From an optimization exercise on the open Yosys and OpenROAD flow, aimed at small area, a short achievable clock period and few clock cycles; shortcuts taken in it are not production practice. Function was not checked in any run shown here: the RTL went through the layout flow alone. No activity file was given, so power comes from the tool's default toggle rates.

==> design.v <==
package sre_pkg;
    localparam int MAX_SEGMENTS = 1024;
    localparam int HEADER_BYTES = 7;
    localparam int MAP_IDX_W = (MAX_SEGMENTS > 1) ? $clog2(MAX_SEGMENTS) : 1;
    localparam int COUNT_W   = $clog2(MAX_SEGMENTS + 1);
    localparam int POS_W     = 17;
    localparam int ADDR_W    = 26;
    localparam logic [POS_W-1:0] POS_MAX     = {POS_W{1'b1}};
    localparam logic [POS_W-1:0] POS_SEG_HI  = POS_W'(1);
    localparam logic [POS_W-1:0] POS_SEG_LO  = POS_W'(2);
    localparam logic [POS_W-1:0] POS_TOT_HI  = POS_W'(3);
    localparam logic [POS_W-1:0] POS_TOT_LO  = POS_W'(4);
    localparam logic [POS_W-1:0] POS_SIZE_HI = POS_W'(5);
    localparam logic [POS_W-1:0] POS_SIZE_LO = POS_W'(HEADER_BYTES - 1);
    localparam logic [POS_W-1:0] POS_PAYLOAD = POS_W'(HEADER_BYTES);
    typedef struct packed {
        logic [7:0] data_byte;
        logic       frame_start;
    } t_in_word;
    typedef struct packed {
        logic              write_valid;
        logic [ADDR_W-1:0] write_addr;
        logic [7:0]        write_data;
        logic              header_seen;
        logic [15:0]       total_segments;
        logic [3:0]        format_code;
        logic              complete;
        logic              bad_segment;
    } t_out_word;
endpackage
module segment_reassembly_engine (
    input  logic              i_clk,
    input  logic              i_rst_n,
    input  logic              i_cfg_we,
    input  logic [3:0]        i_cfg_data,
    input  logic              i_in_valid,
    output logic              o_in_ready,
    input  logic [8:0]        i_in_word,
    output logic              o_out_valid,
    input  logic              i_out_ready,
    output logic [57:0]       o_out_word
);
    logic        skid_v;
    logic [8:0]  skid_w;
    logic        h_valid, h_wv, h_bad;
    logic [7:0]  h_data;
    logic [25:0] h_addr;
    logic [3:0]  r_stream;
    logic [2:0]  hp;           
    logic        match;
    logic        acc_en;       
    logic        s_big;        
    logic [10:0] s;            
    logic [15:0] r_total;      
    logic [15:0] r_size;
    logic [3:0]  r_format;     
    logic        started;
    logic [10:0] count;        
    logic        r_complete;
    logic [15:0] rem;          
    logic [25:0] acc;
    logic        bad_r, eq0_r, eq1_r;
    logic [3:0]  mstep;        
    logic        restart;      
    logic        busy;
    logic        c_a4, c_sh, c_id, c_x, c_y, c_n, c_cin;    
    logic [1023:0] ring;       
    logic [2:0]  ph;
    logic [2:0]  clr_cnt;
    logic        clr;
    logic        r_hit, r_hv;
    logic        pend_v;
    logic [1:0]  pend_hi;
    logic [8:0]  w;
    logic [7:0]  b;
    logic        fs, avail, go;
    logic [2:0]  hp_n;
    logic        is_p1, is_p2, is_p3, is_p4, is_p5, is_p6, is_pay, wv;
    assign w      = skid_v ? skid_w : i_in_word;
    assign b      = w[8:1];
    assign fs     = w[0];
    assign hp_n   = fs ? 3'd0 : ((hp == 3'd7) ? 3'd7 : hp + 3'd1);
    assign is_p1  = !fs && match && (hp == 3'd0);
    assign is_p2  = !fs && match && (hp == 3'd1);
    assign is_p3  = !fs && match && (hp == 3'd2);
    assign is_p4  = !fs && match && (hp == 3'd3);
    assign is_p5  = !fs && match && (hp == 3'd4);
    assign is_p6  = !fs && match && (hp == 3'd5);
    assign is_pay = !fs && (hp[2:1] == 2'b11);
    assign wv     = is_pay && acc_en && (rem != 16'd0);
    assign o_in_ready = !skid_v;
    assign avail      = skid_v | i_in_valid;
    assign go         = !busy & avail & (!h_valid | i_out_ready) & !(pend_v & is_p2);
    always_ff @(posedge i_clk) begin
        if (!i_rst_n) skid_v <= 1'b0;
        else          skid_v <= avail & !go;
        if (!skid_v) skid_w <= i_in_word;
    end
    logic [10:0] cnt_base, cnt_inc;
    logic [15:0] tot_eff;
    logic        newseg, dup;
    assign cnt_base = started ? count : 11'd0;
    assign cnt_inc  = cnt_base + 11'd1;
    assign tot_eff  = started ? r_total : rem;
    always_ff @(posedge i_clk) begin
        bad_r <= s_big || (s == 11'd0) || (s > 11'd1024) || ({5'd0, s} > tot_eff);
        eq0_r <= ({5'd0, cnt_base} == tot_eff);
        eq1_r <= ({5'd0, cnt_inc} == tot_eff);
    end
    logic [127:0] taps0, taps4, set_r;
    logic         tapval, ph_now, pend_fire;
    logic [7:0]   row_sel;
    logic [15:0]  col_sel;
    genvar gi;
    generate
        for (gi = 0; gi < 128; gi++) begin : g_ring
            assign taps0[gi] = ring[8*gi];
            assign taps4[gi] = ring[8*gi+4];
            assign set_r[gi] = row_sel[gi/16] & col_sel[gi%16];
            always_ff @(posedge i_clk) begin
                ring[8*gi+7 -: 8] <= {(ring[8*gi] & !clr) | set_r[gi], ring[8*gi+7 -: 7]};
            end
        end
    endgenerate
    assign ph_now    = (ph[1:0] == s[8:7]);
    assign tapval    = ((ph[2] == s[9]) ? taps0[s[6:0]] : taps4[s[6:0]]) & !clr;
    assign dup       = r_hv ? r_hit : tapval;
    assign newseg    = !bad_r && !dup;
    assign pend_fire = pend_v && (ph == {pend_hi, s[7]});
    always_comb begin
        row_sel = '0;
        col_sel = '0;
        row_sel[s[6:4]] = pend_fire;
        col_sel[s[3:0]] = 1'b1;
    end
    always_ff @(posedge i_clk) begin
        if (!i_rst_n) begin
            ph      <= 3'd0;
            clr_cnt <= 3'd7;
            clr     <= 1'b1;
            pend_v  <= 1'b0;
        end else begin
            ph <= ph + 3'd1;
            if (clr_cnt != 3'd0) clr_cnt <= clr_cnt - 3'd1;
            else                 clr     <= 1'b0;
            if (go && is_p6 && !bad_r) begin
                pend_v  <= 1'b1;
                pend_hi <= s[9:8];
            end else if (pend_fire) begin
                pend_v  <= 1'b0;
            end
        end
        if (go && is_p2) begin
            r_hv <= 1'b0;
        end else if (ph_now) begin
            r_hv  <= 1'b1;
            r_hit <= tapval;
        end
    end
    logic        match_n, restart_n, busy_n, started_n;
    logic [3:0]  mstep_n;
    logic [10:0] s_n;
    logic        ld_init, ld_step;
    assign ld_init = c_a4 | (!c_sh & !c_id);       
    assign ld_step = c_sh;
    always_comb begin
        match_n   = match;
        restart_n = restart;
        busy_n    = busy;
        started_n = started;
        mstep_n   = mstep;
        s_n       = s;
        if (go && fs) match_n = (b[7:4] == r_stream);
        if (go && is_p1) s_n[10:8] = b[2:0];
        if (go && is_p2) s_n[7:0]  = b;
        if (ld_init && (restart || (go && is_p2))) begin
            mstep_n   = 4'b0001;
            restart_n = 1'b0;
        end else begin
            mstep_n = {mstep[2:0], 1'b0};
            if (mstep[3]) busy_n = 1'b0;
        end
        if (go && is_p6 && !started) begin
            started_n = 1'b1;
            restart_n = 1'b1;
            busy_n    = 1'b1;
        end
    end
    logic [25:0] op_a, op_x, op_y, csa_s, csa_c, sum;
    logic [25:0] sz1, sz2, sz4;
    assign sz1 = {10'd0, r_size};
    assign sz2 = {9'd0, r_size, 1'b0};
    assign sz4 = {8'd0, r_size, 2'b0};
    always_comb begin
        op_a  = ({26{c_a4}} & sz4) | ({26{c_sh}} & {acc[23:0], 2'd0}) | ({26{c_id}} & acc);
        op_x  = {26{c_x}} & sz2;
        op_y  = ({26{c_y}} & sz1) | ({26{c_n}} & {10'h3ff, ~r_size});
        csa_s = op_a ^ op_x ^ op_y;
        csa_c = {(op_a[24:0] & op_x[24:0]) | (op_a[24:0] & op_y[24:0]) |
                 (op_x[24:0] & op_y[24:0]), 1'b0};
        sum   = csa_s + csa_c + {25'd0, c_cin};
    end
    logic        n_init;
    logic [1:0]  n_dig;
    assign n_init = restart_n || (match_n && hp_n == 3'd1 && go) ||
                    (match && hp == 3'd1 && !go);
    always_comb begin
        case (1'b1)
            mstep_n[0]: n_dig = s_n[7:6];
            mstep_n[1]: n_dig = s_n[5:4];
            mstep_n[2]: n_dig = s_n[3:2];
            default:    n_dig = s_n[1:0];
        endcase
    end
    always_ff @(posedge i_clk) begin
        if (!i_rst_n) begin
            r_stream   <= 4'd1;
            hp         <= 3'd0;
            match      <= 1'b0;
            acc_en     <= 1'b0;
            started    <= 1'b0;
            r_total    <= 16'd0;
            r_format   <= 4'd0;
            r_complete <= 1'b0;
            mstep      <= 4'd0;
            restart    <= 1'b0;
            busy       <= 1'b0;
            h_valid    <= 1'b0;
            c_a4 <= 1'b0; c_sh <= 1'b0; c_id <= 1'b1;
            c_x  <= 1'b0; c_y  <= 1'b0; c_n  <= 1'b0; c_cin <= 1'b1;
        end else begin
            if (i_cfg_we) r_stream <= i_cfg_data;
            h_valid <= go | (h_valid & !i_out_ready);
            match   <= match_n;
            restart <= restart_n;
            busy    <= busy_n;
            started <= started_n;
            mstep   <= mstep_n;
            if (n_init) begin
                c_a4 <= s_n[10]; c_sh <= 1'b0; c_id <= 1'b0;
                c_x  <= s_n[9];  c_y  <= s_n[8]; c_n <= 1'b0; c_cin <= 1'b0;
            end else if (mstep_n[2:0] != 3'd0) begin
                c_a4 <= 1'b0; c_sh <= 1'b1; c_id <= 1'b0;
                c_x  <= n_dig[1]; c_y <= n_dig[0]; c_n <= 1'b0; c_cin <= 1'b0;
            end else if (mstep_n[3]) begin
                c_a4 <= 1'b0; c_sh <= 1'b1; c_id <= 1'b0;
                c_x  <= (n_dig == 2'd3); c_y <= (n_dig == 2'd2);
                c_n  <= (n_dig == 2'd0); c_cin <= (n_dig == 2'd0);
            end else begin
                c_a4 <= 1'b0; c_sh <= 1'b0; c_id <= 1'b1;
                c_x  <= 1'b0; c_y  <= 1'b0; c_n <= 1'b0; c_cin <= 1'b1;
            end
            if (go) begin
                hp <= hp_n;
                if (fs) acc_en <= 1'b0;
                if (fs && (b[7:4] == r_stream) && !started) count[3:0] <= b[3:0];
                if (is_p1) begin
                    s_big    <= (b[7:3] != 5'd0) || (b[2] && (b[1:0] != 2'd0));
                    s[10:8]  <= b[2:0];
                end
                if (is_p2) s[7:0] <= b;
                if (is_p3 && !started) rem[15:8]    <= b;
                if (is_p4 && !started) rem[7:0]     <= b;
                if (is_p5 && !started) r_size[15:8] <= b;
                if (is_p6) begin
                    if (!started) begin
                        r_size[7:0] <= b;
                        rem         <= {r_size[15:8], b};
                        r_total     <= rem;
                        r_format    <= count[3:0];
                    end else begin
                        rem         <= r_size;
                    end
                    acc_en     <= newseg;
                    count      <= newseg ? cnt_inc : cnt_base;
                    r_complete <= newseg ? eq1_r : eq0_r;
                end
                if (wv) rem <= rem - 16'd1;
                h_wv   <= wv;
                h_data <= wv ? b : 8'd0;
                h_addr <= wv ? acc : 26'd0;
                h_bad  <= is_p6 && bad_r;
            end
            if (ld_init) begin
                if (restart || (go && is_p2)) acc <= sum;
            end else if (ld_step) begin
                acc <= sum;
            end else if (go && wv) begin
                acc <= sum;
            end
        end
    end
    assign o_out_valid = h_valid;
    assign o_out_word  = {h_wv, h_addr, h_data, started, r_total, r_format,
                          r_complete, h_bad};
endmodule
==> run.sh <==
#!/bin/bash
# synth_recipe.tcl (not shown) runs the flow's synth.tcl, then flattens the netlist and writes it again
# the make line also repeats each setting of config.mk as NAME=value (left out here)
make -C /OpenROAD-flow-scripts/flow DESIGN_CONFIG=/design/flow/config.mk WORK_HOME=/design/flow/orfs CLKGATE_MAP_FILE= SYNTH_SCRIPT=/design/flow/synth_recipe.tcl finish
==> config.mk <==
export PLATFORM = sky130hd
export DESIGN_NAME = segment_reassembly_engine
export DESIGN_NICKNAME = segment_reassembly_engine
export VERILOG_FILES = /design/flow/design.v
export SDC_FILE = /design/flow/constraint.sdc
export NUM_CORES = 4
export LEC_CHECK = 0
export CAP_MARGIN = 20
export CORE_MARGIN = 2
export CORE_UTILIZATION = 40
export SETUP_SLACK_MARGIN = 5
export SLEW_MARGIN = 20
==> constraint.sdc <==
create_clock -name core_clock -period 9.0 [get_ports {i_clk}]
set_input_delay 1.8000 -clock core_clock [delete_from_list [all_inputs] [get_ports {i_clk}]]
set_output_delay 1.8000 -clock core_clock [all_outputs]
set_load 0.01 [all_outputs]
==> flow_metrics.env, run 1 <==
export IMPL_outcome="finished clean"
export IMPL_grt_pass1_wl_um=126000
export IMPL_ys_ff_latch=1211
export IMPL_final_cell_mix="dfxtp_1 (1081), nand2_1 (187), inv_1 (180)"
export IMPL_detailed_place_hpwl_um=49000
export IMPL_cts_num_sinks=1211
export IMPL_gp_congestion=0.865
export IMPL_tightest_slew_ns=1.06
export IMPL_intPower_mw=8.28
export IMPL_hold_class="flip-flop to flip-flop"
export IMPL_avgSynthCellArea_sq_um=13.0
export IMPL_synth_cell_types=77
export IMPL_die_width_um=301
export IMPL_core_area_sq_um=87000
export IMPL_ys_seq_area_share_pct=72.3
export IMPL_dieArea_sq_um=90400
export IMPL_vias_per_cell=4.96
export IMPL_crit_slowest_cell="fa_1"
export IMPL_grt_pass1_vias=20864
export IMPL_h_tree_depth=3
export IMPL_rsz0062_at_grt="yes"
export IMPL_finalHoldViolCount=0
export IMPL_fin_crit_ns=3.93
export IMPL_critPathCaptureType="flip-flop"
export IMPL_wl_per_cell_um=19.9
export IMPL_cts_inserted_buffers=111
export IMPL_total_power_mw=10.4
export IMPL_clock_latency_ns=0.70
export IMPL_syn_inst=2708
export IMPL_clock_path_buffers=3
export IMPL_worst_hold_path_endpoint="ring[684]$_DFF_P_"
export IMPL_numPortBuffers=77
export IMPL_die_h_um=301
export IMPL_fmax_mhz=254
export IMPL_worstSetupPathType="flip-flop to flip-flop"
export IMPL_cpPeakStageDelay_ns=0.60
export IMPL_clockRootBuffer="clkbuf_16"
export IMPL_routed_wl_um=81500
export IMPL_power_density_nw_per_um2=250
export IMPL_switching_power_mw=2.15
export IMPL_path_cells="mux2_2 -> fa_1 -> ha_4 -> a211o_1 -> o32a_1 -> nand4_1 -> a211oi_1 -> a311o_1 -> a31o_2 -> a211o_1 -> a21oi_2 -> xnor2_1"
export IMPL_grt_start_max_net_pins=76
export IMPL_detail_route_antenna_nets=0
export IMPL_reg2reg_to="acc[25]$_DFFE_PP_"
export IMPL_min_from="ring[685]$_DFF_P_"
export IMPL_setup_violations=0
export IMPL_syn_nets=2802
export IMPL_p_leak_nw=15.8
export IMPL_clk_pin_slew_ns=0.06
export IMPL_syn2layout_area_growth_pct=18.4
export IMPL_fp_row_count=108
export IMPL_yosysWarnings=1
export IMPL_power_frac_seq_pct=52.4
export IMPL_synth_ff_type="dfxtp_1"
export IMPL_first_pass_iters=7
export IMPL_slew_viol_final=0
export IMPL_vias=20281
export IMPL_slew_headroom_pct=29.0
export IMPL_arrival_ns=4.34
export IMPL_crit_fanout=6
export IMPL_ff2ff_path_depth=12
export IMPL_power_share_clock_pct=46.0
export IMPL_grt_overflow=0
export IMPL_critPathLaunchType="flip-flop"
export IMPL_n_fill_cell=7532
export IMPL_drc=0
export IMPL_synth_edf_count=120
export IMPL_reg2reg_slack_ns=5.07
export IMPL_grt_usage_pct=18.0
export IMPL_drive_gt1_share_pct=12.1
export IMPL_antenna_found_initial=0
export IMPL_mostFrequentLayoutCell="dfxtp_1"
export IMPL_cp_startpoint="r_size[6]$_DFFE_PP_"
export IMPL_combPwrFrac_pct=1.5
export IMPL_r2r_start="r_size[6]$_DFFE_PP_"
export IMPL_worst_endpoint_required_ns=9.41
export IMPL_cts_tree="done"
export IMPL_initial_core_util_pct=40.5
export IMPL_ctsHoldBuffers=0
export IMPL_swShare_pct=20.6
export IMPL_skew_ns=0.0758
export IMPL_syn_area_sq_um=35200
export IMPL_setup_tns_ns=0
export IMPL_drv_cap=0
export IMPL_post_route_period_util_pct=43.7
export IMPL_vdd_ir_drop_max_mv=0.200
export IMPL_drt_iter0_drc=1585
export IMPL_async_flop_share_pct=0
export IMPL_ios=78
export IMPL_fin_nets=2939
export IMPL_min_path_cells=0
export IMPL_crit_path_frequent_cell="a211o_1"
## sequential cells by signal, indices dropped and copies added (netlist names), 2 cells and up
name,cells
r_format,4
pend_hi,2
rem,16
count,11
r_size,16
ph,3
s,11
h_addr,26
mstep,4
r_total,16
r_stream,4
hp,3
h_data,8
ring,1024
acc,26
skid_w,9
clr_cnt,3
## metal layers
layer	vias up	routed length, um	share of wire [%]	global-route usage, %
li1	9616	-	-	-
met1	10041	39700	49	26.0
met2	498	36700	45	28.0
met3	126	3530	4.3	2.87
met4	0	1600	2.0	5.02
met5	-	0	0	0
## cells by family (layout without fill, tap and decap cells)
logic type	count (synthesis)	in the layout	share of synthesized area, %
flip-flops	1211	1211	72.3
AND/OR/NAND/NOR	493	494	6.63
AO/OA/AOI/OAI	440	440	8.54
buffers and inverters	298	525	3.55
multiplexers	117	117	4.11
adder cells (fa/ha/maj)	76	76	3.06
XOR/XNOR	73	73	1.84
other	0	1	0
## layout make-up
| cell class | count | area, sq um | area share [%] |
|---|---|---|---|
| clock buffer | 157 | 3260 | 7.82 |
| multi-input combinational | 1200 | 8770 | 21.0 |
| timing repair inverter | 1 | 7.51 | 0.0180 |
| inverter | 186 | 711 | 1.70 |
| clock inverter | 47 | 613 | 1.47 |
| antenna | 1 | 2.50 | 0.00600 |
| timing repair buffer | 134 | 1410 | 3.38 |
| sequential | 1211 | 25500 | 61.1 |
| tap | 1155 | 1450 | 3.47 |
## timing repair
action / 4_1_cts / 5_1_grt
resized for setup: 40 / 33
pin swaps: 9 / 9
setup buffers: 20 / 12
setup endpoints to repair: 112 / 83
gates cloned: 5 / 1
## critical path, delay by kind of cell (launching register included)
kind                       cells  cell delay [ns]
xor gates and xnor gates       1             0.07
and+or+nand+nor                1             0.13
DFF                            1             0.47
adders and majority gates      2             0.84
AOI/OAI and AO/OA              7             1.78
muxes                          1             0.38
## how the worst max path moves through the flow
stage / end / depth (start not counted) / slack (ns)
2_1_floorplan: acc[25]$_DFFE_PP_ / 15 / 5.00
3_3_place_gp: acc[23]$_DFFE_PP_ / 10 / 3.36
3_5_place_dp: acc[19]$_DFFE_PP_ / 10 / 3.31
4_1_cts: h_addr[7]$_SDFFCE_PN0P_ / 7 / 4.81
5_1_grt: acc[25]$_DFFE_PP_ / 13 / 4.93
6_report: acc[25]$_DFFE_PP_ / 12 / 5.07
## cell usage after synthesis, types with 26 or more instances
cell type  count  area (sq um)
clkbuf_1      83           312
o21ai_0       43           215
a21oi_1       65           325
o22ai_1      136           851
nand3_1       28           140
xor2_1        27           236
nand2_1      189           709
nor2_1       100           375
mux2i_1       68           681
mux2_2        30           338
ha_1          59           738
xnor2_1       45           394
edfxtp_1     120          3600
and2_1        26           163
and3_1        46           288
dfxtp_1     1091         21800
o211ai_1      48           360
inv_1        181           679
## power by group through the flow
stage | sequential [mW] | combinational, mW | clock [mW]
global placement | 5.59 | 0.137 | 0
floorplan | 5.59 | 0.0834 | 0
finish | 5.47 | 0.160 | 4.80
detailed placement | 5.59 | 0.138 | 0
global route | 5.47 | 0.170 | 5.11
CTS | 5.47 | 0.153 | 4.89
## per-stage QoR
stage	setup slack, ns	area [sq um]	hold slack [ns]	utilization [%]	std cells
floorplan	5.00	35300	0.310	-	2708
global placement	3.36	37100	0.310	42.6	3848
detailed placement	3.31	37100	0.312	42.6	3848
CTS	4.81	41400	0.287	47.6	4077
global route	4.93	41700	0.294	47.9	4091
finish	5.07	41700	0.290	47.9	4092
==> inputs of run 2 (changes only) <==
==> flow/run.sh (new file) <==
#!/bin/bash
# standard layout, with timing repair aiming at a larger setup margin
set -euo pipefail
bash standard.sh SETUP_SLACK_MARGIN=6 finish > standard_flow.log 2>&1
==> standard.sh (new file) <==
#!/bin/bash
# synth_recipe.tcl (not shown) runs the flow's synth.tcl, then flattens the netlist and writes it again
# the make line also repeats each setting of config.mk as NAME=value (left out here)
make -C /OpenROAD-flow-scripts/flow DESIGN_CONFIG=/design/flow/config.mk WORK_HOME=/design/flow/orfs CLKGATE_MAP_FILE= SYNTH_SCRIPT=/design/flow/synth_recipe.tcl "${@:-finish}"
removed: run.sh
==> flow_metrics.env, run 2 <==
export IMPL_first_pass_iters=5
export IMPL_yosysMostFrequentCell="dfxtp_1"
export IMPL_post_route_period_util_pct=44.8
export IMPL_cpPeakStageDelay_ns=0.52
export IMPL_ctsHoldBuffers=0
export IMPL_syn_area_sq_um=35200
export IMPL_top_regs="ring x1024, acc x26, h_addr x26"
export IMPL_synth_area_leaders="dfxtp_1 (62%), edfxtp_1 (10%), o22ai_1 (2.4%), ha_1 (2.1%), nand2_1 (2.0%)"
export IMPL_tightest_slew_ns=1.03
export IMPL_crit_slowest_cell="edfxtp_1"
export IMPL_critPathLaunchType="flip-flop"
export IMPL_h_tree_depth=3
export IMPL_vias=21241
export IMPL_grt_start_max_net_pins=77
export IMPL_arrival_ns=4.43
export IMPL_grt_pass1_vias=21836
export IMPL_avgSynthCellArea_sq_um=13.0
export IMPL_detailed_place_hpwl_um=50100
export IMPL_largest_register="ring"
export IMPL_dieArea_sq_um=90400
export IMPL_detail_route_antenna_nets=0
export IMPL_ys_ff_latch=1211
export IMPL_ios=78
export IMPL_synth_top_cells_by_count="dfxtp_1 (1091), nand2_1 (189), inv_1 (181), o22ai_1 (136), edfxtp_1 (120)"
export IMPL_fin_nets=3045
export IMPL_grt_pass1_wl_um=132000
export IMPL_synth_top_area_cell="dfxtp_1"
export IMPL_antenna_found_initial=0
export IMPL_synth_ff_type="dfxtp_1"
export IMPL_synth_edf_count=120
export IMPL_slew_headroom_pct=30.9
export IMPL_stdcell_count=4202
export IMPL_routed_wl_um=86700
export IMPL_finalHoldViolCount=0
export IMPL_setup_tns_ns=0
export IMPL_initial_core_util_pct=40.5
export IMPL_clockRootBuffer="clkbuf_16"
export IMPL_setup_violations=0
export IMPL_vias_per_cell=5.05
export IMPL_syn_nets=2802
export IMPL_numPortBuffers=77
export IMPL_antennaDiodeCount=0
export IMPL_core_area_sq_um=87000
export IMPL_vdd_ir_drop_max_mv=0.187
export IMPL_rsz0062_at_grt="yes"
export IMPL_clk_pin_slew_ns=0.06
export IMPL_yosysTopAreaCellShare_pct=62.0
export IMPL_fp_row_count=108
export IMPL_cts_tree="done"
export IMPL_synth_cell_types=77
export IMPL_die_width_um=301
export IMPL_power_density_nw_per_um2=242
export IMPL_ys_seq_area_share_pct=72.3
export IMPL_crit_path_frequent_cell="a211o_1"
export IMPL_drc=0
export IMPL_skew_ns=0.0645
export IMPL_grt_usage_pct=19.0
export IMPL_mostFrequentLayoutCell="dfxtp_1"
export IMPL_drv_cap=0
export IMPL_syn_inst=2708
export IMPL_yosysWarnings=1
export IMPL_drive_gt1_share_pct=21.6
export IMPL_slew_viol_final=0
export IMPL_placedCellCount=3844
export IMPL_drt_iter0_drc=1518
export IMPL_die_h_um=301
export IMPL_outcome="finished clean"
export IMPL_total_power_mw=10.5
export IMPL_n_fill_cell=7428
export IMPL_critPathCaptureType="flip-flop"
export IMPL_crit_fanout=4
export IMPL_grt_overflow=0
export IMPL_clock_latency_ns=0.70
export IMPL_fin_crit_ns=4.03
export IMPL_final_cell_mix="dfxtp_1 (1061), inv_1 (177), nand2_1 (167)"
export IMPL_fmax_mhz=248
export IMPL_clock_path_buffers=3
export IMPL_cts_num_sinks=1211
export IMPL_gp_congestion=0.848
export IMPL_path_cells="buf_6 -> mux2_4 -> fa_1 -> ha_4 -> a211o_1 -> o32a_1 -> nand4_1 -> a211oi_2 -> a311o_1 -> a31o_4 -> a211o_1 -> a21oi_2 -> xnor2_1"
export IMPL_largest_reg_flops=1024
export IMPL_cts_inserted_buffers=110
export IMPL_p_leak_nw=16.8
export IMPL_worst_endpoint_required_ns=9.39
export IMPL_hold_class="flip-flop to flip-flop"
export IMPL_async_flop_share_pct=0
export IMPL_wl_per_cell_um=20.6
export IMPL_worstSetupPathType="flip-flop to flip-flop"
export IMPL_syn2layout_area_growth_pct=23.3
## run 2: power by group
group	internal, mW	switching, mW	leakage (nW)
sequential	5.46	0.0123	9.90
clock	2.81	2.04	1.93
combinational	0.0840	0.115	4.96
total	8.35	2.17	16.8
## run 2: logic make-up after synthesis
kind of cell / after synthesis / share of synthesized area, %
and+or+nand+nor: 493 / 6.63
xor gates and xnor gates: 73 / 1.84
adders and majority gates: 76 / 3.06
DFF: 1211 / 72.3
muxes: 117 / 4.11
buffers and inverters: 298 / 3.55
AOI/OAI and AO/OA: 440 / 8.54
## run 2: critical path: cells and delay by family, from the launching register on
family                     cells  cell delay [ns]
DFF                            1             0.52
xor gates and xnor gates       1             0.07
buffers and inverters          1             0.18
and+or+nand+nor                1             0.14
adders and majority gates      2             0.72
AOI/OAI and AO/OA              7             1.81
muxes                          1             0.29
## run 2: worst paths after layout
kind | startpoint | to | slack (ns) | depth (start not counted)
setup / recovery | r_size[5]$_DFFE_PP_ | acc[25]$_DFFE_PP_ | 4.97 | 13
hold / removal | ring[643]$_DFF_P_ | ring[642]$_DFF_P_ | 0.28 | 0
setup reg to reg | r_size[5]$_DFFE_PP_ | acc[25]$_DFFE_PP_ | 4.97 | 13
hold reg to reg | ring[643]$_DFF_P_ | ring[642]$_DFF_P_ | 0.28 | 0
## run 2: final cells by class
class	instances	area, sq um	area share, %
well taps	1155	1450	3.33
flip-flops and latches	1211	25500	58.8
repair inverters	1	7.51	0.0173
clock inverters	50	637	1.47
inverters	186	728	1.68
clock buffers	158	3270	7.53
multi-input cells	1202	9520	21.9
repair buffers	239	2290	5.27
## run 2: what timing repair did
item | in CTS | in global routing
setup buffers | 98 | 37
endpoints found under the setup margin | 324 | 186
pin swaps | 61 | 46
cloned | 14 | 1
resized for setup | 430 | 71
## run 2: metrics by stage
stage / worst slack, ns / cell area, sq um / util, % / hold WS (ns)
floorplan: 5.11 / 35700 / - / 0.310
global placement: 3.45 / 37400 / 43.0 / 0.310
detailed placement: 3.38 / 37400 / 43.0 / 0.312
CTS: 4.92 / 42800 / 49.2 / 0.272
global route: 4.82 / 43400 / 49.9 / 0.275
finish: 4.97 / 43400 / 49.9 / 0.276
## run 2: metal layers
| metal | global-route usage, % | share of wire [%] | vias to the layer above |
|---|---|---|---|
| li1 | - | - | 9845 |
| met1 | 24.8 | 43 | 10533 |
| met2 | 31.9 | 48 | 677 |
| met3 | 3.07 | 5.1 | 186 |
| met4 | 6.79 | 3.1 | 0 |
| met5 | 0 | 0 | - |
==> inputs of run 3 (changes only) <==
==> run.sh (new file) <==
#!/bin/bash
# synth_recipe.tcl (not shown) runs the flow's synth.tcl, then flattens the netlist and writes it again
# the make line also repeats each setting of config.mk as NAME=value (left out here)
make -C /OpenROAD-flow-scripts/flow DESIGN_CONFIG=/design/flow/config.mk WORK_HOME=/design/flow/orfs CLKGATE_MAP_FILE= SYNTH_SCRIPT=/design/flow/synth_recipe.tcl finish
--- a/config.mk
+++ b/config.mk
@@ -10,2 +10,3 @@
 export CORE_UTILIZATION = 40
+export CTS_BUF_LIST = sky130_fd_sc_hd__clkbuf_8
 export SETUP_SLACK_MARGIN = 5
removed: flow/run.sh
removed: standard.sh
==> flow_metrics.env, run 3 <==
export IMPL_outcome="finished clean"
export IMPL_crit_fanout=6
export IMPL_async_flop_share_pct=0
export IMPL_clk_pin_slew_ns=0.06
export IMPL_yosysMostFrequentCell="dfxtp_1"
export IMPL_grt_overflow=0
export IMPL_ys_seq_area_share_pct=72.3
export IMPL_avgSynthCellArea_sq_um=13.0
export IMPL_grt_pass1_vias=21450
export IMPL_vdd_ir_drop_max_mv=0.172
export IMPL_synth_area_leaders="dfxtp_1 (62%), edfxtp_1 (10%), o22ai_1 (2.4%), ha_1 (2.1%), nand2_1 (2.0%)"
export IMPL_drc=0
export IMPL_detail_route_antenna_nets=0
export IMPL_top_regs="ring x1024, acc x26, h_addr x26"
export IMPL_critPathCaptureType="flip-flop"
export IMPL_vias=20617
export IMPL_post_route_period_util_pct=43.9
export IMPL_synth_top_area_cell="dfxtp_1"
export IMPL_worst_endpoint_required_ns=9.58
export IMPL_n_fill_cell=7592
export IMPL_syn_nets=2802
export IMPL_cts_num_sinks=1211
export IMPL_rsz0062_at_grt="yes"
export IMPL_largest_reg_flops=1024
export IMPL_p_leak_nw=16.0
export IMPL_syn2layout_area_growth_pct=17.9
export IMPL_yosysWarnings=1
export IMPL_worst_slack_ns=5.05
export IMPL_synth_ff_type="dfxtp_1"
export IMPL_core_area_sq_um=87000
export IMPL_ys_ff_latch=1211
export IMPL_synth_edf_count=120
export IMPL_initial_core_util_pct=40.5
export IMPL_fp_row_count=108
export IMPL_drive_gt1_share_pct=13.8
export IMPL_cts_inserted_buffers=180
export IMPL_fin_crit_ns=3.95
export IMPL_multi_input_area_sq_um=8740
export IMPL_clock_latency_ns=0.83
export IMPL_vias_per_cell=4.92
export IMPL_numPortBuffers=77
export IMPL_first_pass_iters=6
export IMPL_hold_class="flip-flop to flip-flop"
export IMPL_grt_start_max_net_pins=76
export IMPL_final_cell_mix="dfxtp_1 (1081), clkbuf_8 (235), inv_1 (231)"
export IMPL_die_width_um=301
export IMPL_gp_congestion=0.865
export IMPL_drv_cap=0
export IMPL_setup_tns_ns=0
export IMPL_fin_area_sq_um=41500
export IMPL_largest_register="ring"
export IMPL_grt_pass1_wl_um=126000
export IMPL_post_dp_cell_area_sq_um=37100
export IMPL_detailed_place_hpwl_um=49000
export IMPL_clockRootBuffer="clkbuf_8"
export IMPL_power_density_nw_per_um2=247
export IMPL_dieArea_sq_um=90400
export IMPL_regArea_sq_um=25500
export IMPL_critPathLaunchType="flip-flop"
export IMPL_grt_usage_pct=18.2
export IMPL_synth_top_cells_by_count="dfxtp_1 (1091), nand2_1 (189), inv_1 (181), o22ai_1 (136), edfxtp_1 (120)"
export IMPL_fmax_mhz=253
export IMPL_drt_iter0_drc=1576
export IMPL_ios=78
export IMPL_cts_tree="done"
export IMPL_antenna_found_initial=2
export IMPL_synth_cell_types=77
export IMPL_skew_ns=0.0433
export IMPL_setup_violations=0
export IMPL_die_h_um=301
export IMPL_wl_per_cell_um=19.5
export IMPL_slew_viol_final=0
export IMPL_syn_inst=2708
export IMPL_ctsHoldBuffers=0
export IMPL_h_tree_depth=4
export IMPL_finalHoldViolCount=0
export IMPL_worstSetupPathType="flip-flop to flip-flop"
export IMPL_yosysTopAreaCellShare_pct=62.0
export IMPL_clock_path_buffers=3
export IMPL_arrival_ns=4.53
export IMPL_dp_worst_setup_slack_ns=3.31
export IMPL_slew_headroom_pct=30.0
export IMPL_holdWs_ns=0.308
export IMPL_tightest_slew_ns=1.05
export IMPL_syn_area_sq_um=35200
export IMPL_post_route_util_pct=47.7
export IMPL_fin_nets=2993
export IMPL_routed_wl_um=81600
export IMPL_mostFrequentLayoutCell="dfxtp_1"
-- run 3: critical path, stage by stage, from the launching register on --
cell      delay (ns)
edfxtp_1        0.47
mux2_2          0.38
fa_1            0.60
ha_4            0.24
a211o_1         0.28
o32a_1          0.33
nand4_1         0.16
a211oi_2        0.11
a311o_1         0.36
a31o_4          0.25
a211o_1         0.28
a21oi_2         0.15
xnor2_1         0.07
-- run 3: worst paths after layout --
kind                                          start                end  slack (ns)  depth (start not counted)
worst min-delay path              ring[271]$_DFF_P_  ring[270]$_DFF_P_        0.31                          0
worst max-delay path            r_size[6]$_DFFE_PP_  acc[25]$_DFFE_PP_        5.05                         12
worst min register to register    ring[271]$_DFF_P_  ring[270]$_DFF_P_        0.31                          0
worst max register to register  r_size[6]$_DFFE_PP_  acc[25]$_DFFE_PP_        5.05                         12
-- run 3: layer usage --
metal	up-vias	wire length, um	GRT usage, %
li1	9754	-	-
met1	10185	39100	25.7
met2	552	36700	27.8
met3	126	4080	3.36
met4	0	1700	6.79
met5	-	0	0
-- run 3: final cells by class --
cell class	count	share of cell area, %
diodes	1	0.00603
well taps	1155	3.48
flip-flops and latches	1211	61.4
inverters	186	1.70
clock inverters	87	1.65
repair buffers	119	2.96
clock buffers	234	7.76
multi-input cells	1200	21.1
repair inverters	1	0.0181
-- run 3: cell families after synthesis --
logic type | after synthesis | share of synthesized area (%)
compound gates | 440 | 8.54
xor+xnor | 73 | 1.84
fa+ha+maj | 76 | 3.06
buf+inv | 298 | 3.55
flops | 1211 | 72.3
mux | 117 | 4.11
simple gates | 493 | 6.63
-- run 3: what timing repair did --
item	CTS	global route
pin swaps	9	13
gates cloned	4	0
setup buffers	12	7
setup endpoints to repair	102	73
resized for setup	42	20
-- run 3: per-stage QoR --
step           std cells  power (mW)
6_report            4194        10.2
3_5_place_dp        3848        5.73
4_1_cts             4185        10.4
5_1_grt             4194        10.6
3_3_place_gp        3848        5.73
2_1_floorplan       2708        5.67
-- run 3: where the power goes --
group	internal (mW)	leakage, nW	switching [mW]
combinational	0.0567	3.92	0.0938
sequential	5.46	9.88	0.0111
clock	2.51	2.20	2.11
==> inputs of run 4 (changes only) <==
--- a/design.v
+++ b/design.v
@@ -65,3 +65,5 @@
     logic        busy;
-    logic        c_a4, c_sh, c_id, c_x, c_y, c_n, c_cin;    
+    logic        restart_w;    
+    logic [17:0] size3;        
+    logic        c_sh, c_id, c_b1, c_b2, c_b3, c_b4, c_bn, c_cin;    
     logic [1023:0] ring;       
@@ -159,3 +161,3 @@
     end
-    logic        match_n, restart_n, busy_n, started_n;
+    logic        match_n, restart_n, restart_w_n, busy_n, started_n;
     logic [3:0]  mstep_n;
@@ -163,3 +165,3 @@
     logic        ld_init, ld_step;
-    assign ld_init = c_a4 | (!c_sh & !c_id);       
+    assign ld_init = !c_sh & !c_id;                
     assign ld_step = c_sh;
@@ -167,3 +169,4 @@
         match_n   = match;
-        restart_n = restart;
+        restart_n = restart | restart_w;
+        restart_w_n = 1'b0;
         busy_n    = busy;
@@ -175,3 +178,6 @@
         if (go && is_p2) s_n[7:0]  = b;
-        if (ld_init && (restart || (go && is_p2))) begin
+        if (ld_init && restart) begin
+            mstep_n   = 4'b0001;
+            restart_n = 1'b0;
+        end else if (ld_init && go && is_p2 && !restart_w) begin
             mstep_n   = 4'b0001;
@@ -183,8 +189,8 @@
         if (go && is_p6 && !started) begin
-            started_n = 1'b1;
-            restart_n = 1'b1;
-            busy_n    = 1'b1;
+            started_n   = 1'b1;
+            restart_w_n = 1'b1;
+            busy_n      = 1'b1;
         end
     end
-    logic [25:0] op_a, op_x, op_y, csa_s, csa_c, sum;
+    logic [25:0] op_a, op_b, sum;
     logic [25:0] sz1, sz2, sz4;
@@ -193,10 +199,26 @@
     assign sz4 = {8'd0, r_size, 2'b0};
+    always_ff @(posedge i_clk) size3 <= {2'd0, r_size} + {1'd0, r_size, 1'b0};
+    always_comb begin
+        op_a = ({26{c_sh}} & {acc[23:0], 2'd0}) | ({26{c_id}} & acc);
+        op_b = ({26{c_b1}} & sz1) | ({26{c_b2}} & sz2) | ({26{c_b3}} & {8'd0, size3}) |
+               ({26{c_b4}} & sz4) | ({26{c_bn}} & {10'h3ff, ~r_size});
+    end
+    logic [25:0] kg [0:5];
+    logic [25:0] kp [0:5];
     always_comb begin
-        op_a  = ({26{c_a4}} & sz4) | ({26{c_sh}} & {acc[23:0], 2'd0}) | ({26{c_id}} & acc);
-        op_x  = {26{c_x}} & sz2;
-        op_y  = ({26{c_y}} & sz1) | ({26{c_n}} & {10'h3ff, ~r_size});
-        csa_s = op_a ^ op_x ^ op_y;
-        csa_c = {(op_a[24:0] & op_x[24:0]) | (op_a[24:0] & op_y[24:0]) |
-                 (op_x[24:0] & op_y[24:0]), 1'b0};
-        sum   = csa_s + csa_c + {25'd0, c_cin};
+        kg[0] = op_a & op_b;
+        kp[0] = op_a ^ op_b;
+        kg[0][0] = kg[0][0] | (kp[0][0] & c_cin);
+        for (int l = 1; l <= 5; l++) begin
+            for (int i = 0; i < 26; i++) begin
+                if (i >= (1 << (l - 1))) begin
+                    kg[l][i] = kg[l-1][i] | (kp[l-1][i] & kg[l-1][i - (1 << (l - 1))]);
+                    kp[l][i] = kp[l-1][i] & kp[l-1][i - (1 << (l - 1))];
+                end else begin
+                    kg[l][i] = kg[l-1][i];
+                    kp[l][i] = kp[l-1][i];
+                end
+            end
+        end
+        sum = kp[0] ^ {kg[5][24:0], c_cin};
     end
@@ -228,4 +250,5 @@
             h_valid    <= 1'b0;
-            c_a4 <= 1'b0; c_sh <= 1'b0; c_id <= 1'b1;
-            c_x  <= 1'b0; c_y  <= 1'b0; c_n  <= 1'b0; c_cin <= 1'b1;
+            restart_w  <= 1'b0;
+            c_sh <= 1'b0; c_id <= 1'b1; c_cin <= 1'b1;
+            c_b1 <= 1'b0; c_b2 <= 1'b0; c_b3 <= 1'b0; c_b4 <= 1'b0; c_bn <= 1'b0;
         end else begin
@@ -235,2 +258,3 @@
             restart <= restart_n;
+            restart_w <= restart_w_n;
             busy    <= busy_n;
@@ -238,15 +262,23 @@
             mstep   <= mstep_n;
+            c_sh <= 1'b0; c_id <= 1'b0; c_cin <= 1'b0;
+            c_b1 <= 1'b0; c_b2 <= 1'b0; c_b3 <= 1'b0; c_b4 <= 1'b0; c_bn <= 1'b0;
             if (n_init) begin
-                c_a4 <= s_n[10]; c_sh <= 1'b0; c_id <= 1'b0;
-                c_x  <= s_n[9];  c_y  <= s_n[8]; c_n <= 1'b0; c_cin <= 1'b0;
+                c_b1 <= (s_n[10:8] == 3'd1);
+                c_b2 <= (s_n[10:8] == 3'd2);
+                c_b3 <= (s_n[10:8] == 3'd3);
+                c_b4 <= s_n[10];
             end else if (mstep_n[2:0] != 3'd0) begin
-                c_a4 <= 1'b0; c_sh <= 1'b1; c_id <= 1'b0;
-                c_x  <= n_dig[1]; c_y <= n_dig[0]; c_n <= 1'b0; c_cin <= 1'b0;
+                c_sh <= 1'b1;
+                c_b1 <= (n_dig == 2'd1);
+                c_b2 <= (n_dig == 2'd2);
+                c_b3 <= (n_dig == 2'd3);
             end else if (mstep_n[3]) begin
-                c_a4 <= 1'b0; c_sh <= 1'b1; c_id <= 1'b0;
-                c_x  <= (n_dig == 2'd3); c_y <= (n_dig == 2'd2);
-                c_n  <= (n_dig == 2'd0); c_cin <= (n_dig == 2'd0);
+                c_sh <= 1'b1;
+                c_b1 <= (n_dig == 2'd2);
+                c_b2 <= (n_dig == 2'd3);
+                c_bn <= (n_dig == 2'd0);
+                c_cin <= (n_dig == 2'd0);
             end else begin
-                c_a4 <= 1'b0; c_sh <= 1'b0; c_id <= 1'b1;
-                c_x  <= 1'b0; c_y  <= 1'b0; c_n <= 1'b0; c_cin <= 1'b1;
+                c_id <= 1'b1;
+                c_cin <= 1'b1;
             end
@@ -284,3 +316,3 @@
             if (ld_init) begin
-                if (restart || (go && is_p2)) acc <= sum;
+                if (restart || (go && is_p2 && !restart_w)) acc <= sum;
             end else if (ld_step) begin
==> flow/run.sh (new file) <==
#!/bin/bash
# standard layout, with timing repair aiming at a larger setup margin
set -euo pipefail
bash standard.sh SETUP_SLACK_MARGIN=6.5 finish > standard_flow.log 2>&1
==> standard.sh (new file) <==
#!/bin/bash
# synth_recipe.tcl (not shown) runs the flow's synth.tcl, then flattens the netlist and writes it again
# the make line also repeats each setting of config.mk as NAME=value (left out here)
make -C /OpenROAD-flow-scripts/flow DESIGN_CONFIG=/design/flow/config.mk WORK_HOME=/design/flow/orfs CLKGATE_MAP_FILE= SYNTH_SCRIPT=/design/flow/synth_recipe.tcl "${@:-finish}"
--- a/config.mk
+++ b/config.mk
@@ -10,3 +10,2 @@
 export CORE_UTILIZATION = 40
-export CTS_BUF_LIST = sky130_fd_sc_hd__clkbuf_8
 export SETUP_SLACK_MARGIN = 5
removed: run.sh
==> flow_metrics.env, run 4 <==
export IMPL_path_cells="buf_6 -> xor2_4 -> buf_8 -> buf_16 -> buf_12 -> buf_4 -> mux4_2 -> a22oi_2 -> nand4_1 -> nand4_1 -> a221oi_4 -> buf_12 -> a21o_4 -> buf_6 -> nor3_4 -> xnor2_1"
export IMPL_slew_headroom_pct=37.5
export IMPL_fin_crit_ns=3.64
export IMPL_met3_length_um=6710
export IMPL_crit_fanout=5
export IMPL_slew_viol_final=0
export IMPL_cpPeakStageDelay_ns=0.52
export IMPL_top_regs="ring x1024, acc x26, h_addr x26"
export IMPL_critPathLaunchType="flip-flop"
export IMPL_setup_violations=0
export IMPL_grt_usage_pct=20.2
export IMPL_holdWs_ns=0.315
export IMPL_worstSetupPathType="flip-flop to flip-flop"
export IMPL_met1_length_um=41200
export IMPL_finalHoldViolCount=0
export IMPL_stdcell_count=4539
export IMPL_antenna_found_initial=5
export IMPL_outcome="finished clean"
export IMPL_detailed_place_hpwl_um=52300
export IMPL_rsz0062_at_grt="yes"
export IMPL_dr_max_layer_used="met5"
export IMPL_clock_latency_ns=0.69
export IMPL_tightest_slew_ns=0.911
export IMPL_ctsHoldBuffers=0
export IMPL_h_tree_depth=3
export IMPL_synth_xor_area_share_pct=2.01
export IMPL_grt_pass1_vias=23648
export IMPL_synth_top_area_cell="dfxtp_1"
export IMPL_skew_ns=0.0315
export IMPL_syn2layout_area_growth_pct=32.8
export IMPL_avgSynthCellArea_sq_um=12.6
export IMPL_drc=0
export IMPL_synth_area_leaders="dfxtp_1 (62%), edfxtp_1 (10%), o22ai_1 (2.4%), ha_1 (2.3%), nand2_1 (2.2%)"
export IMPL_core_area_sq_um=89700
export IMPL_clockRootBuffer="clkbuf_16"
export IMPL_r2r_start="s[9]$_DFFE_PP_"
export IMPL_initial_core_util_pct=40.2
export IMPL_synth_top_cells_by_count="dfxtp_1 (1111), nand2_1 (208), inv_1 (187), o22ai_1 (138), nor2_1 (124)"
export IMPL_async_flop_share_pct=0
export IMPL_final_cell_mix="dfxtp_1 (1078), inv_1 (170), nand2_1 (167)"
export IMPL_fp_row_count=110
export IMPL_power_share_clock_pct=45.7
export IMPL_dp_worst_setup_slack_ns=4.23
export IMPL_drive_gt1_share_pct=29.8
export IMPL_routed_wl_um=98200
export IMPL_drt_iter0_drc=2048
export IMPL_synth_cell_types=72
export IMPL_min_from="ring[726]$_DFF_P_"
export IMPL_arrival_ns=4.06
export IMPL_combPwrFrac_pct=2.7
export IMPL_ff2ff_path_depth=16
export IMPL_synthMuxAreaShare_pct=3.64
export IMPL_detail_route_antenna_nets=0
export IMPL_largest_reg_flops=1024
export IMPL_synth_compound_area_share_pct=9.26
export IMPL_post_route_util_pct=53.4
export IMPL_drv_cap=0
export IMPL_worst_endpoint_required_ns=9.42
export IMPL_die_width_um=304
export IMPL_ys_seq_area_share_pct=71.6
export IMPL_path_buf_inv=7
export IMPL_p_leak_nw=18.3
export IMPL_power_density_nw_per_um2=225
export IMPL_power_frac_seq_pct=51.5
export IMPL_vias_per_cell=5.18
export IMPL_ios=78
export IMPL_synth_adder_area_share_pct=2.45
export IMPL_syn_inst=2857
export IMPL_intPower_mw=8.55
export IMPL_gp_congestion=0.844
export IMPL_vdd_ir_drop_max_mv=0.189
export IMPL_grt_start_max_net_pins=67
export IMPL_reg2reg_to="count[5]$_DFFE_PP_"
export IMPL_yosysMostFrequentCell="dfxtp_1"
export IMPL_wl_per_cell_um=21.6
export IMPL_critPathCaptureType="flip-flop"
export IMPL_synth_top_family_by_area="compound AO/OA/AOI/OAI gates"
export IMPL_first_pass_iters=6
export IMPL_post_route_period_util_pct=40.4
export IMPL_crit_slowest_cell="mux4_2"
export IMPL_reg2reg_slack_ns=5.36
export IMPL_min_path_cells=0
export IMPL_synth_edf_count=120
export IMPL_hold_class="flip-flop to flip-flop"
export IMPL_worst_hold_path_endpoint="ring[725]$_DFF_P_"
export IMPL_yosysTopAreaCellShare_pct=61.6
export IMPL_cts_tree="done"
export IMPL_fmax_mhz=275
export IMPL_grt_pass1_wl_um=144000
export IMPL_synthSimpleGateAreaFrac_pct=7.64
export IMPL_yosysWarnings=3
export IMPL_largest_register="ring"
export IMPL_swShare_pct=20.6
export IMPL_setup_tns_ns=0
export IMPL_die_h_um=304
export IMPL_ys_ff_latch=1231
export IMPL_switching_power_mw=2.22
export IMPL_synth_ff_type="dfxtp_1"
export IMPL_clock_path_buffers=3
export IMPL_cts_inserted_buffers=111
export IMPL_syn_nets=2944
export IMPL_cts_num_sinks=1231
export IMPL_wl_met2_um=45900
export IMPL_mostFrequentLayoutCell="dfxtp_1"
export IMPL_clk_pin_slew_ns=0.07
export IMPL_worst_slack_ns=5.36
export IMPL_fin_nets=3360
export IMPL_vias=23532
export IMPL_syn_area_sq_um=36100
export IMPL_grt_overflow=0
export IMPL_dieArea_sq_um=92700
export IMPL_numPortBuffers=77
export IMPL_placedCellCount=4017
export IMPL_cp_top_family="buffers and inverters"
run 4: cell families (layout without fill, tap and decap cells):
family | count (synthesis) | count (layout)
compound gates | 490 | 491
mux | 106 | 106
buf+inv | 301 | 800
fa+ha+maj | 69 | 69
other cells | 0 | 1
xor+xnor | 82 | 82
flops | 1231 | 1231
simple gates | 578 | 583
run 4: power groups by stage:
stage / logic (mW) / clock network, mW / registers (mW)
after floorplan: 0.0927 / 0 / 5.68
after global placement: 0.150 / 0 / 5.68
after detailed placement: 0.152 / 0 / 5.68
after CTS: 0.256 / 4.99 / 5.55
after global routing: 0.303 / 5.22 / 5.55
final: 0.294 / 4.93 / 5.55
run 4: what timing repair did:
item | CTS | global route
gates cloned | 27 | 1
pin swaps | 133 | 90
gates resized for setup | 681 | 212
setup buffers | 239 | 52
endpoints found under the setup margin | 457 | 438
run 4: stage by stage:
stage	power [mW]	area (sq um)
detailed placement	5.83	38500
finish	10.8	47900
global placement	5.83	38500
global route	11.1	47900
floorplan	5.77	36800
CTS	10.8	46500
run 4: how the worst max path moves through the flow:
stage,start,end,cells after the start
2_1_floorplan,i_in_word[0],c_b2$_SDFF_PN0_,10
3_3_place_gp,i_in_word[0],acc[24]$_DFFE_PP_,7
3_5_place_dp,i_in_word[0],acc[24]$_DFFE_PP_,7
4_1_cts,s[9]$_DFFE_PP_,count[4]$_DFFE_PP_,14
5_1_grt,s[9]$_DFFE_PP_,count[4]$_DFFE_PP_,15
6_report,s[9]$_DFFE_PP_,count[5]$_DFFE_PP_,16
run 4: area by class of cell:
| type | instances | area [sq um] |
|---|---|---|
| Timing Repair Buffer | 410 | 4590 |
| Antenna cell | 1 | 2.50 |
| Clock buffer | 154 | 3190 |
| Multi-Input combinational cell | 1331 | 11300 |
| Sequential cell | 1231 | 25900 |
| Timing Repair inverter | 1 | 7.51 |
| Fill cell | 7194 | 41800 |
| Inverter | 187 | 748 |
| Tap cell | 1176 | 1470 |
| Clock inverter | 48 | 698 |
run 4: metal layers:
| metal | up-vias | global-route usage [%] |
|---|---|---|
| met5 | - | 0 |
| met4 | 6 | 8.17 |
| met3 | 297 | 3.84 |
| met2 | 939 | 33.0 |
| met1 | 11533 | 26.5 |
| li1 | 10757 | - |
==> inputs of run 5 (changes only) <==
==> run.sh (new file) <==
#!/bin/bash
# synth_recipe.tcl (not shown) runs the flow's synth.tcl, then flattens the netlist and writes it again
# the make line also repeats each setting of config.mk as NAME=value (left out here)
make -C /OpenROAD-flow-scripts/flow DESIGN_CONFIG=/design/flow/config.mk WORK_HOME=/design/flow/orfs CLKGATE_MAP_FILE= SYNTH_SCRIPT=/design/flow/synth_recipe.tcl finish
removed: flow/run.sh
removed: standard.sh
==> flow_metrics.env, run 5 <==
export IMPL_worst_slack_ns=5.09
export IMPL_clockRootBuffer="clkbuf_16"
export IMPL_path_buf_inv=1
export IMPL_tightest_slew_ns=1.12
export IMPL_avgSynthCellArea_sq_um=12.6
export IMPL_async_flop_share_pct=0
export IMPL_skew_ns=0.106
export IMPL_largest_register="ring"
export IMPL_fin_crit_ns=3.91
export IMPL_worstSetupPathType="input pin to flip-flop"
export IMPL_syn2layout_area_growth_pct=17.8
export IMPL_grt_pass1_wl_um=127000
export IMPL_post_route_period_util_pct=43.4
export IMPL_largest_reg_flops=1024
export IMPL_cts_num_sinks=1231
export IMPL_outcome="finished clean"
export IMPL_clk_pin_slew_ns=0.06
export IMPL_grt_usage_pct=17.5
export IMPL_drt_iter0_drc=1466
export IMPL_finalHoldViolCount=0
export IMPL_initial_core_util_pct=40.2
export IMPL_synth_ff_type="dfxtp_1"
export IMPL_core_area_sq_um=89700
export IMPL_setup_violations=0
export IMPL_crit_fanout=5
export IMPL_syn_area_sq_um=36100
export IMPL_vdd_ir_drop_max_mv=0.189
export IMPL_cts_tree="done"
export IMPL_slew_viol_final=0
export IMPL_fin_nets=3064
export IMPL_yosysTopAreaCellShare_pct=61.6
export IMPL_post_dp_cell_area_sq_um=38100
export IMPL_cp_top_family="multiplexers"
export IMPL_mostFrequentLayoutCell="dfxtp_1"
export IMPL_vias_per_cell=5.01
export IMPL_dp_worst_setup_slack_ns=3.66
export IMPL_ctsHoldBuffers=0
export IMPL_ios=78
export IMPL_yosysMostFrequentCell="dfxtp_1"
export IMPL_cts_inserted_buffers=113
export IMPL_h_tree_depth=3
export IMPL_worst_endpoint_required_ns=9.61
export IMPL_numPortBuffers=77
export IMPL_synth_area_leaders="dfxtp_1 (62%), edfxtp_1 (10%), o22ai_1 (2.4%), ha_1 (2.3%), nand2_1 (2.2%)"
export IMPL_top_regs="ring x1024, acc x26, h_addr x26"
export IMPL_cpPeakStageDelay_ns=0.51
export IMPL_fin_area_sq_um=42500
export IMPL_gp_congestion=0.865
export IMPL_grt_start_max_net_pins=76
export IMPL_die_width_um=304
export IMPL_antennaDiodeCount=0
export IMPL_clock_path_buffers=3
export IMPL_clock_latency_ns=0.71
export IMPL_grt_overflow=0
export IMPL_detail_route_antenna_nets=0
export IMPL_first_pass_iters=5
export IMPL_synth_top_cells_by_count="dfxtp_1 (1111), nand2_1 (208), inv_1 (187), o22ai_1 (138), nor2_1 (124)"
export IMPL_ys_ff_latch=1231
export IMPL_drc=0
export IMPL_n_fill_cell=7943
export IMPL_synth_top_area_cell="dfxtp_1"
export IMPL_critPathLaunchType="input pin"
export IMPL_ys_seq_area_share_pct=71.6
export IMPL_arrival_ns=4.52
export IMPL_syn_inst=2857
export IMPL_fp_row_count=110
export IMPL_vias=21282
export IMPL_slew_headroom_pct=25.3
export IMPL_fmax_mhz=256
export IMPL_setup_tns_ns=0
export IMPL_p_leak_nw=15.8
export IMPL_path_cells="clkdlybuf4s50_1 -> nor2b_1 -> nor4_2 -> and2_4 -> a21oi_2 -> mux2i_1 -> mux4_2 -> a21oi_4 -> mux2_2 -> o32ai_2"
export IMPL_multi_input_area_sq_um=9280
export IMPL_final_cell_mix="dfxtp_1 (1104), nand2_1 (208), inv_1 (182)"
export IMPL_rsz0062_at_grt="no"
export IMPL_drive_gt1_share_pct=10.2
export IMPL_hold_class="flip-flop to flip-flop"
export IMPL_dieArea_sq_um=92700
export IMPL_die_h_um=304
export IMPL_routed_wl_um=82200
export IMPL_synth_cell_types=72
export IMPL_wl_per_cell_um=19.4
export IMPL_detailed_place_hpwl_um=50300
export IMPL_grt_pass1_vias=21873
export IMPL_critPathCaptureType="flip-flop"
export IMPL_yosysWarnings=3
export IMPL_regArea_sq_um=25900
export IMPL_drv_cap=0
export IMPL_syn_nets=2944
export IMPL_synth_edf_count=120
export IMPL_post_route_util_pct=47.4
export IMPL_power_density_nw_per_um2=252
export IMPL_crit_slowest_cell="mux4_2"
export IMPL_antenna_found_initial=0
==> run 5: kinds of logic after synthesis <==
kind of cell,synth area share (%)
flip-flops,71.6
multiplexers,3.64
buffers and inverters,3.43
adder cells (fa/ha/maj),2.45
AO/OA/AOI/OAI,9.26
AND/OR/NAND/NOR,7.64
XOR/XNOR,2.01
==> run 5: path summary, 6_finish.rpt <==
check	end	slack (ns)	startpoint	cells after the start
hold reg to reg	ring[408]$_DFF_P_	0.27	ring[409]$_DFF_P_	0
setup / recovery	c_b2$_SDFF_PN0_	5.09	i_out_ready	10
hold / removal	ring[408]$_DFF_P_	0.27	ring[409]$_DFF_P_	0
setup reg to reg	count[1]$_DFFE_PP_	5.14	s[9]$_DFFE_PP_	11
==> run 5: through the flow <==
step,power [mW],hold slack [ns],std cells
final,10.7,0.266,4244
after global routing,11.0,0.275,4244
after CTS,10.8,0.254,4237
after detailed placement,5.82,0.312,4017
after global placement,5.81,0.310,4017
after floorplan,5.76,0.310,2857
==> run 5: final cells by class <==
type                            instances  share of cell area, %
Sequential cell                      1231                   60.8
Multi-Input combinational cell       1325                   21.8
Clock buffer                          162                   8.04
Tap cell                             1176                   3.46
Timing Repair Buffer                  119                   2.77
Inverter                              187                   1.68
Clock inverter                         44                   1.46
==> run 5: where the power goes <==
| group | total [mW] | internal [mW] | switching [mW] |
|---|---|---|---|
| Clock | 5.00 | 2.93 | 2.07 |
| Combinational | 0.152 | 0.0587 | 0.0937 |
| Sequential | 5.56 | 5.55 | 0.0105 |
| Total | 10.7 | 8.53 | 2.18 |
==> run 5: routing by layer <==
layer  routed length, um  up-vias  global-route usage, %
met1               38700    10438                   24.1
met3                3930      156                   3.14
met2               37500      546                   28.1
li1                    -    10142                      -
met4                2060        0                   5.45
met5                   0        -                      0
==> run 5: worst reg2reg max path, delay by kind of cell, from the launching register on <==
| kind | cells | cell delay (ns) |
|---|---|---|
| compound gates | 6 | 1.55 |
| mux | 2 | 0.68 |
| simple gates | 1 | 0.30 |
| xor+xnor | 1 | 0.21 |
| flops | 1 | 0.53 |
| buf+inv | 1 | 0.28 |
==> run 5: what timing repair did <==
item,4_1_cts,5_1_grt
resized for setup,18,31
gates cloned,2,1
endpoints found under the setup margin,78,63
setup buffers,12,6
pin swaps,3,5
==> inputs of run 6 (changes only) <==
==> flow/run.sh (new file) <==
#!/bin/bash
# standard layout, with timing repair aiming at a larger setup margin
set -euo pipefail
bash standard.sh SETUP_SLACK_MARGIN=5.7 finish > standard_flow.log 2>&1
==> standard.sh (new file) <==
#!/bin/bash
# synth_recipe.tcl (not shown) runs the flow's synth.tcl, then flattens the netlist and writes it again
# the make line also repeats each setting of config.mk as NAME=value (left out here)
make -C /OpenROAD-flow-scripts/flow DESIGN_CONFIG=/design/flow/config.mk WORK_HOME=/design/flow/orfs CLKGATE_MAP_FILE= SYNTH_SCRIPT=/design/flow/synth_recipe.tcl "${@:-finish}"
removed: run.sh
==> flow_metrics.env, run 6 <==
export IMPL_critPathLaunchType="flip-flop"
export IMPL_initial_core_util_pct=40.2
export IMPL_synth_edf_count=120
export IMPL_p_leak_nw=16.7
export IMPL_cts_tree="done"
export IMPL_h_tree_depth=3
export IMPL_worstSetupPathType="flip-flop to flip-flop"
export IMPL_n_fill_cell=7755
export IMPL_ctsHoldBuffers=0
export IMPL_detailed_place_hpwl_um=50000
export IMPL_clock_latency_ns=0.71
export IMPL_cts_inserted_buffers=113
export IMPL_ff2ff_path_depth=14
export IMPL_detail_route_antenna_nets=0
export IMPL_multi_input_area_sq_um=9940
export IMPL_drv_cap=0
export IMPL_setup_tns_ns=0
export IMPL_avgSynthCellArea_sq_um=12.6
export IMPL_async_flop_share_pct=0
export IMPL_routed_wl_um=87800
export IMPL_vias=21978
export IMPL_grt_usage_pct=18.5
export IMPL_top_regs="ring x1024, acc x26, h_addr x26"
export IMPL_largest_register="ring"
export IMPL_synth_top_area_cell="dfxtp_1"
export IMPL_numPortBuffers=77
export IMPL_grt_pass1_vias=22370
export IMPL_syn_inst=2857
export IMPL_fmax_mhz=279
export IMPL_total_power_mw=10.8
export IMPL_yosysWarnings=3
export IMPL_slew_headroom_pct=29.3
export IMPL_top_usage_layer="met2"
export IMPL_tightest_slew_ns=1.06
export IMPL_r2r_start="s[9]$_DFFE_PP_"
export IMPL_grt_pass1_wl_um=134000
export IMPL_grt_overflow=0
export IMPL_final_cell_mix="dfxtp_1 (1096), nand2_1 (200), inv_1 (181)"
export IMPL_ios=78
export IMPL_reg2reg_to="count[1]$_DFFE_PP_"
export IMPL_clock_path_buffers=3
export IMPL_hold_class="flip-flop to flip-flop"
export IMPL_clk_pin_slew_ns=0.07
export IMPL_fin_nets=3146
export IMPL_setup_violations=0
export IMPL_clockRootBuffer="clkbuf_16"
export IMPL_met3_usage_pct=3.02
export IMPL_met1_usage_pct=25.3
export IMPL_die_width_um=304
export IMPL_slew_viol_final=0
export IMPL_drive_gt1_share_pct=16.0
export IMPL_crit_fanout=6
export IMPL_wl_per_cell_um=20.3
export IMPL_ys_seq_area_share_pct=71.6
export IMPL_synth_ff_type="dfxtp_1"
export IMPL_outcome="finished clean"
export IMPL_largest_reg_flops=1024
export IMPL_syn_nets=2944
export IMPL_cts_num_sinks=1231
export IMPL_synth_cell_types=72
export IMPL_yosysMostFrequentCell="dfxtp_1"
export IMPL_grt_start_max_net_pins=71
export IMPL_power_density_nw_per_um2=244
export IMPL_core_area_sq_um=89700
export IMPL_holdWs_ns=0.258
export IMPL_min_from="ring[834]$_DFF_P_"
export IMPL_mostFrequentLayoutCell="dfxtp_1"
export IMPL_crit_path_end="count[1]$_DFFE_PP_"
export IMPL_syn_area_sq_um=36100
export IMPL_synth_area_leaders="dfxtp_1 (62%), edfxtp_1 (10%), o22ai_1 (2.4%), ha_1 (2.3%), nand2_1 (2.2%)"
export IMPL_antenna_found_initial=2
export IMPL_drc=0
export IMPL_yosysTopAreaCellShare_pct=61.6
export IMPL_syn2layout_area_growth_pct=22.6
export IMPL_vdd_ir_drop_max_mv=0.278
export IMPL_cp_startpoint="s[9]$_DFFE_PP_"
export IMPL_die_h_um=304
export IMPL_critPathCaptureType="flip-flop"
export IMPL_rsz0062_at_grt="yes"
export IMPL_post_route_period_util_pct=39.8
export IMPL_fp_row_count=110
export IMPL_arrival_ns=4.01
export IMPL_drt_iter0_drc=1404
export IMPL_worst_endpoint_required_ns=9.43
export IMPL_fin_crit_ns=3.58
export IMPL_gp_congestion=0.873
export IMPL_first_pass_iters=8
export IMPL_finalHoldViolCount=0
export IMPL_antennaDiodeCount=0
export IMPL_skew_ns=0.0770
export IMPL_vias_per_cell=5.07
export IMPL_reg2reg_slack_ns=5.42
export IMPL_regArea_sq_um=25900
export IMPL_dieArea_sq_um=92700
export IMPL_synth_top_cells_by_count="dfxtp_1 (1111), nand2_1 (208), inv_1 (187), o22ai_1 (138), nor2_1 (124)"
export IMPL_ys_ff_latch=1231
export IMPL_met2_usage_pct=30.2
## run 6: cell type report
cell class	instances	share of cell area [%]
tap	1176	3.32
inverter	187	1.62
timing repair buffer	198	4.97
clock buffer	149	7.22
clock inverter	65	1.94
multi-input combinational	1327	22.5
sequential	1231	58.5
timing repair inverter	1	0.0170
## run 6: critical path, stage by stage, from the launching register on
cell and delay [ns]:
edfxtp_1 0.38, buf_6 0.16, xor2_4 0.19, buf_6 0.15
buf_16 0.16, buf_16 0.15, o211ai_1 0.20, nand4_1 0.22
a2111oi_4 0.56, a2111oi_4 0.11, a221oi_4 0.34, buf_12 0.16
a21o_4 0.18, mux2i_2 0.25, a21oi_1 0.09
## run 6: routing by layer
| layer | vias up | part of all wire [%] | wire, um |
|---|---|---|---|
| met5 | - | 0 | 0 |
| met4 | 0 | 2.7 | 2350 |
| met3 | 165 | 5.5 | 4840 |
| met2 | 689 | 46 | 40600 |
| met1 | 10801 | 46 | 40100 |
| li1 | 10323 | - | - |
## run 6: kinds of logic (layout without fill, tap and decap cells)
logic type / count (synthesis) / after routing / synth area share [%]
AO/OA/AOI/OAI: 490 / 490 / 9.26
XOR/XNOR: 82 / 82 / 2.01
adder cells (fa/ha/maj): 69 / 69 / 2.45
buffers and inverters: 301 / 600 / 3.43
flip-flops: 1231 / 1231 / 71.6
multiplexers: 106 / 106 / 3.64
AND/OR/NAND/NOR: 578 / 580 / 7.64
## run 6: stage by stage
stage                     area, sq um  util (%)  setup slack, ns  std cells
after floorplan                 36300         -             5.08       2857
after global placement          38200      42.5             3.63       4015
after detailed placement        38200      42.5             3.56       4015
after CTS                       43600      48.6             5.46       4306
after global routing            44300      49.3             5.34       4334
final                           44300      49.3             5.42       4334
## run 6: worst min path at each step
stage | endpoint | slack (ns) | depth (start not counted)
after floorplan | ring[0]$_DFF_P_ | 0.31 | 0
after global placement | ring[978]$_DFF_P_ | 0.31 | 0
after detailed placement | ring[1010]$_DFF_P_ | 0.31 | 0
after CTS | ring[449]$_DFF_P_ | 0.26 | 0
after global routing | ring[449]$_DFF_P_ | 0.26 | 0
final | ring[833]$_DFF_P_ | 0.26 | 0
## run 6: what timing repair did
| action | CTS | global route |
|---|---|---|
| pin swaps | 39 | 50 |
| cloned | 17 | 1 |
| endpoints found under the setup margin | 262 | 125 |
| setup buffers | 60 | 27 |
| resized for setup | 194 | 78 |
## run 6: report_power, final
| group | total, mW | switching (mW) | internal [mW] | leakage [nW] |
|---|---|---|---|---|
| Combinational | 0.204 | 0.117 | 0.0864 | 4.63 |
| Clock | 5.03 | 2.14 | 2.89 | 1.99 |
| Sequential | 5.55 | 0.00934 | 5.55 | 10.1 |

==> port drivers added, routing unchanged <==
Ports are ideal in the flow. The routed layouts listed here were re-timed in OpenROAD.
Step 1: set_driving_cell puts a clkbuf_16 on i_clk and a buf_2 on each other input, an assumption about the parent block.
Step 2, shift: input delay + t, output delay - t, t = (earliest + latest rising clock arrival at the registers) / 2. This alone moves slack from input paths to output paths.
a / b / c = no drivers / after step 1 / after step 2; a / b = the first two.
run	t (ns)	setup WS [ns]	worst setup path at the end
run 1	0.728	5.068 / 5.056 / 4.392	input to register
run 2	0.732	4.968 / 4.968 / 4.968	register to register
run 3	0.870	5.051 / 5.051 / 4.240	input to register
run 4	0.740	5.362 / 5.362 / 4.645	input to register
run 5	0.729	5.094 / 5.113 / 4.407	input to register
run 6	0.738	5.416 / 5.416 / 4.886	input to register
After both steps every run listed still meets setup and hold. The setup slack of run 3, which loses most, moves by 0.000 ns with the drivers and by -0.811 ns with both steps.
